Context: an optimization exercise on an open-source flow, tuned for small area and a short achievable clock period. The choices shown serve that exercise and are no tape-out recipe. The RTL was checked by simulation tests, not by an equivalence proof against the original design. No driver is modelled on the clock port, so clock power and skew are understated where the tree is cut down; a real chip needs a root buffer or a tree. Power figures rest on the tool's default switching activity, not on a simulated workload.

## alpha
## exp_bf16_top
module exp_bf16_top
(
    input  logic        clk,
    input  logic        rst,
    input  logic        valid_i,
    input  logic [15:0] data_i,
    output logic        valid_o,
    output logic [15:0] data_o
);
==> module exp_bf16_top, before the edit <==
module exp_bf16_top
(
    input  logic        clk,
    input  logic        rst,
    input  logic        valid_i,
    input  logic [15:0] data_i,
    output logic        valid_o,
    output logic [15:0] data_o
);
    localparam int bf16_man_w = 7;        
    localparam int bf16_bias  = 127;
    localparam logic [7:0] exp_tiny = 8'd118;    
    localparam logic [7:0] exp_huge = 8'd134;    
    localparam logic [15:0] bf16_one  = 16'h3f80;
    localparam logic [15:0] bf16_pinf = 16'h7f80;
    localparam logic [15:0] bf16_qnan = 16'h7fc0;
    localparam logic [15:0] bf16_zero = 16'h0000;
    localparam int frac_w  = 16;
    localparam int fix_w   = 8 + frac_w;      
    localparam int unit_w  = frac_w + 1;      
    localparam int shift_w = 10;              
    localparam logic [unit_w-1:0] log2e_fix = 17'h17154;     
    localparam logic [unit_w-1:0] ln2_fix   = 17'h0b172;     
    localparam logic [unit_w-1:0] one_fix   = 17'h10000;
    logic [4:0] v;       
    always_ff @(posedge clk)
    begin
        if (rst)
            v <= '0;
        else
            v <= {v[3:0], valid_i};
    end
    assign valid_o = v[4];
    logic [15:0] d1;
    always_ff @(posedge clk)
        d1 <= data_i;
    logic        sgn;
    logic [7:0]  exp_b;
    logic [6:0]  man;
    logic [22:0] pp_c;
    assign sgn   = d1[15];
    assign exp_b = d1[14:7];
    assign man   = d1[6:0];
    exp_range_reduce i_reduce
    (
        .sgn (sgn),
        .man (man),
        .pp  (pp_c)
    );
    logic        s2;
    logic        nan2;
    logic        sat2;
    logic        one2;
    logic [3:0]  sh2;
    logic [22:0] pp2;
    always_ff @(posedge clk)
    begin
        s2   <= sgn;
        nan2 <= exp_b == 8'hff && man != '0;
        sat2 <= exp_b >= exp_huge;
        one2 <= exp_b < exp_tiny;
        sh2  <= exp_b[3:0] - 4'd6;       
        pp2  <= pp_c;
    end
    logic [22:0] px_c;       
    logic [37:0] q_c;
    logic [21:0] t_c;        
    assign px_c = pp2 ^ {23{s2}};
    assign q_c  = {{15{s2}}, px_c} << sh2;
    assign t_c  = q_c[37:16];
    logic        s3;
    logic        nan3;
    logic        one3;
    logic [6:0]  f3_hi;      
    logic [6:0]  f3_lo;      
    logic [7:0]  n3;         
    always_ff @(posedge clk)
    begin
        s3    <= s2 && !one2;
        nan3  <= nan2;
        one3  <= one2;
        f3_hi <= t_c[13:7];
        f3_lo <= one2 ? 7'd0 : t_c[6:0];
        n3    <= one2 ? 8'd0 : sat2 ? {8{!s2}} : t_c[21:14];
    end
    logic [6:0]  fh_c;
    logic [3:0]  dip_c;
    logic [6:0]  thr1_c;
    logic [6:0]  thr2_c;
    assign fh_c = f3_hi & ~{7{one3}};
    exp_horner_stage i_tab
    (
        .f_hi (fh_c),
        .dip  (dip_c),
        .thr1 (thr1_c),
        .thr2 (thr2_c)
    );
    logic        s4;
    logic        nan4;
    logic [6:0]  bh4;
    logic [3:0]  dip4;
    logic [1:0]  inc4;
    logic [7:0]  e4;
    logic        sat_def4;
    logic        sat_edge4;
    always_ff @(posedge clk)
    begin
        s4        <= s3;
        nan4      <= nan3;
        bh4       <= fh_c;
        dip4      <= dip_c;
        inc4      <= {f3_lo > thr2_c, f3_lo > thr1_c};
        e4        <= n3 + 8'(bf16_bias);
        sat_def4  <= s3 ? n3 <= 8'd128 : n3 >= 8'd128;
        sat_edge4 <= s3 ? n3 == 8'd129 : n3 == 8'd127;
    end
    logic [15:0] res_c;
    exp_result_pack i_pack
    (
        .e_pre    (e4),
        .bh       (bh4),
        .dip      (dip4),
        .inc      (inc4),
        .sgn      (s4),
        .f_nan    (nan4),
        .sat_def  (sat_def4),
        .sat_edge (sat_edge4),
        .res      (res_c)
    );
    always_ff @(posedge clk)
        data_o <= res_c;
endmodule
==> flow/config.mk <==
export PLATFORM = sky130hd
export DESIGN_NAME = exp_bf16_top
export DESIGN_NICKNAME = exp_bf16_top
export VERILOG_FILES = /design/flow/design.v
export SDC_FILE = /design/flow/constraint.sdc
export NUM_CORES = 4
export LEC_CHECK = 0
export ABC_AREA = 1
export CAP_MARGIN = 20
export CORE_MARGIN = 2
export CORE_UTILIZATION = 60
export CTS_BUF_LIST = sky130_fd_sc_hd__clkbuf_8
export CTS_CLUSTER_SIZE = 30
export SLEW_MARGIN = 20
==> flow/constraint.sdc <==
create_clock -name core_clock -period 11.5 [get_ports {clk}]
set_input_delay 2.3000 -clock core_clock [delete_from_list [all_inputs] [get_ports {clk}]]
set_output_delay 2.3000 -clock core_clock [all_outputs]
set_load 0.01 [all_outputs]
standard.sh (not shown) runs the stock make flow with config.mk's settings and CLKGATE_MAP_FILE= SYNTH_SCRIPT=/design/flow/synth_recipe.tcl, a recipe that flattens the netlist after the stock synthesis.
==> flow/flow/run.sh <==
#!/bin/bash
# The standard layout, with three changes to how it is made (the clock
# period and every constraint stay the design's):
# - repair_timing aims for more setup slack than the design's period leaves;
# - the ports get plain buffers instead of delay cells;
# - the clock network is four clock buffers fed by the clock port, one per
#   quarter of the registers, instead of TritonCTS's two-level H-tree
#   (flow/clock_pre_cts.tcl).
set -euo pipefail
here=$(pwd)
bash standard.sh SETUP_SLACK_MARGIN=8.6 \
  "BUFFER_PORTS_ARGS=-buffer_cell sky130_fd_sc_hd__buf_1" \
  "PRE_CTS_TCL=$here/flow/clock_pre_cts.tcl" \
  finish > standard_flow.log 2>&1
==> flow/flow/clock_pre_cts.tcl <==
# Clock network in place of TritonCTS: the clock port drives four
# clkbuf_16, one per quarter of the registers (split at the median x, then
# at the median y of each half), each placed at the centre of its
# registers. Every register is one buffer away from the port, so the
# clock arrives at them all alike. Sourced by ORFS's cts.tcl as
# PRE_CTS_TCL; clock_tree_synthesis is then skipped, and the rest of
# cts.tcl (legalisation, repair_timing) runs as usual.
set block [ord::get_db_block]
set db [ord::get_db]
set clknet [$block findNet clk]
set master [$db findMaster sky130_fd_sc_hd__clkbuf_16]
set sinks {}
foreach it [$clknet getITerms] {
  set b [[$it getInst] getBBox]
  lappend sinks [list $it [expr {([$b xMin] + [$b xMax]) / 2}] [expr {([$b yMin] + [$b yMax]) / 2}]]
}
proc halves {items idx} {
  set s [lsort -integer -index $idx $items]
  set h [expr {[llength $s] / 2}]
  return [list [lrange $s 0 [expr {$h - 1}]] [lrange $s $h end]]
}
set groups {}
foreach half [halves $sinks 1] {
  foreach q [halves $half 2] { lappend groups $q }
}
set k 0
foreach g $groups {
  set sx 0; set sy 0
  foreach s $g { set sx [expr {$sx + [lindex $s 1]}]; set sy [expr {$sy + [lindex $s 2]}] }
  set n [llength $g]
  set inst [odb::dbInst_create $block $master clkbuf_q$k]
  $inst setLocation [expr {$sx / $n}] [expr {$sy / $n}]
  $inst setPlacementStatus PLACED
  set net [odb::dbNet_create $block clknet_q$k]
  $net setSigType CLOCK
  [$inst findITerm A] connect $clknet
  [$inst findITerm X] connect $net
  foreach s $g { set it [lindex $s 0]; $it disconnect; $it connect $net }
  puts "clock buffer clkbuf_q$k: $n registers"
  incr k
}
proc clock_tree_synthesis {args} {
  puts "clock_tree_synthesis skipped: the clock network was built by clock_pre_cts.tcl"
}
For beta, these inputs were changed with respect to alpha:
-- flow/design.v --
<<< alpha, line 278
    localparam logic [unit_w-1:0] ln2_fix   = 17'h0b172;     
    localparam logic [unit_w-1:0] one_fix   = 17'h10000;
    logic [4:0] v;       
    always_ff @(posedge clk)
    begin
>>> beta, line 278
    localparam logic [unit_w-1:0] ln2_fix   = 17'h0b172;     
    localparam logic [unit_w-1:0] one_fix   = 17'h10000;
    logic [5:0] v;       
    always_ff @(posedge clk)
    begin
<<< alpha, line 284
            v <= '0;
        else
            v <= {v[3:0], valid_i};
    end
    assign valid_o = v[4];
    logic [15:0] d1;
    always_ff @(posedge clk)
>>> beta, line 284
            v <= '0;
        else
            v <= {v[4:0], valid_i};
    end
    assign valid_o = v[5];
    logic [15:0] d1;
    always_ff @(posedge clk)
<<< alpha, line 383
        .res      (res_c)
    );
    always_ff @(posedge clk)
        data_o <= res_c;
endmodule
`default_nettype wire
>>> beta, line 383
        .res      (res_c)
    );
    logic [15:0] res5;
    always_ff @(posedge clk)
    begin
        res5   <= res_c;
        data_o <= res5;
    end
endmodule
`default_nettype wire
### Flow results
- beta vs alpha: signed area change from the synthesized netlist to the final layout up in beta
- Share of synthesized cell area in full adder, half adder and majority cells was higher in alpha than in beta.
- Global-route usage in beta is 0.78 points above alpha.
- Higher total power of the final layout was reported by beta, not alpha.
- On beta: global-route track usage on met3 is 0.24 points higher than what alpha gave.
- Lower number of sequential storage elements among beta and alpha: alpha
- The run showing the greater worst hold slack is alpha.
- Sort beta and alpha by worst setup skew after layout, descending, and beta comes first.
- For the routability-driven placement congestion ratio, beta came in 6.2% higher than alpha did.
- The lower clock share of power came out of alpha.
- Summary — sequential share of layout area, beta relative to alpha: higher, by 2.7 points.
- The run showing the greater area after synthesis is beta.
In every run of this note, the design's own scripts or RTL, not TritonCTS, make the clock network.

==> re-timing with driven ports <==
The flow's constraints put no driver on any port. The routed layouts listed below were extracted and timed again, unchanged, in two steps. Step 1: set_driving_cell puts a clkbuf_16 on clk and a buf_2 on each other input, an assumption about the parent block. Step 2 moves the port delays by t, midway between the first and last clock arrival at a register: inputs arrive t later, outputs are due t later. That takes back most of the time a late clock gives input paths. a / b / c = ideal / step 1 / step 2; a / b = the first two.
run | t, ns | setup WS [ns] | worst register clock-pin slew, ns | worst data-port slew with drivers (ns)
alpha | 0.244 | 8.592 / 8.507 / 8.716 | 0.10 / 0.10 | 0.03
beta | 0.262 | 8.565 / 8.478 / 8.696 | 0.12 / 0.12 | 0.04
After both steps every run listed still meets setup and hold.
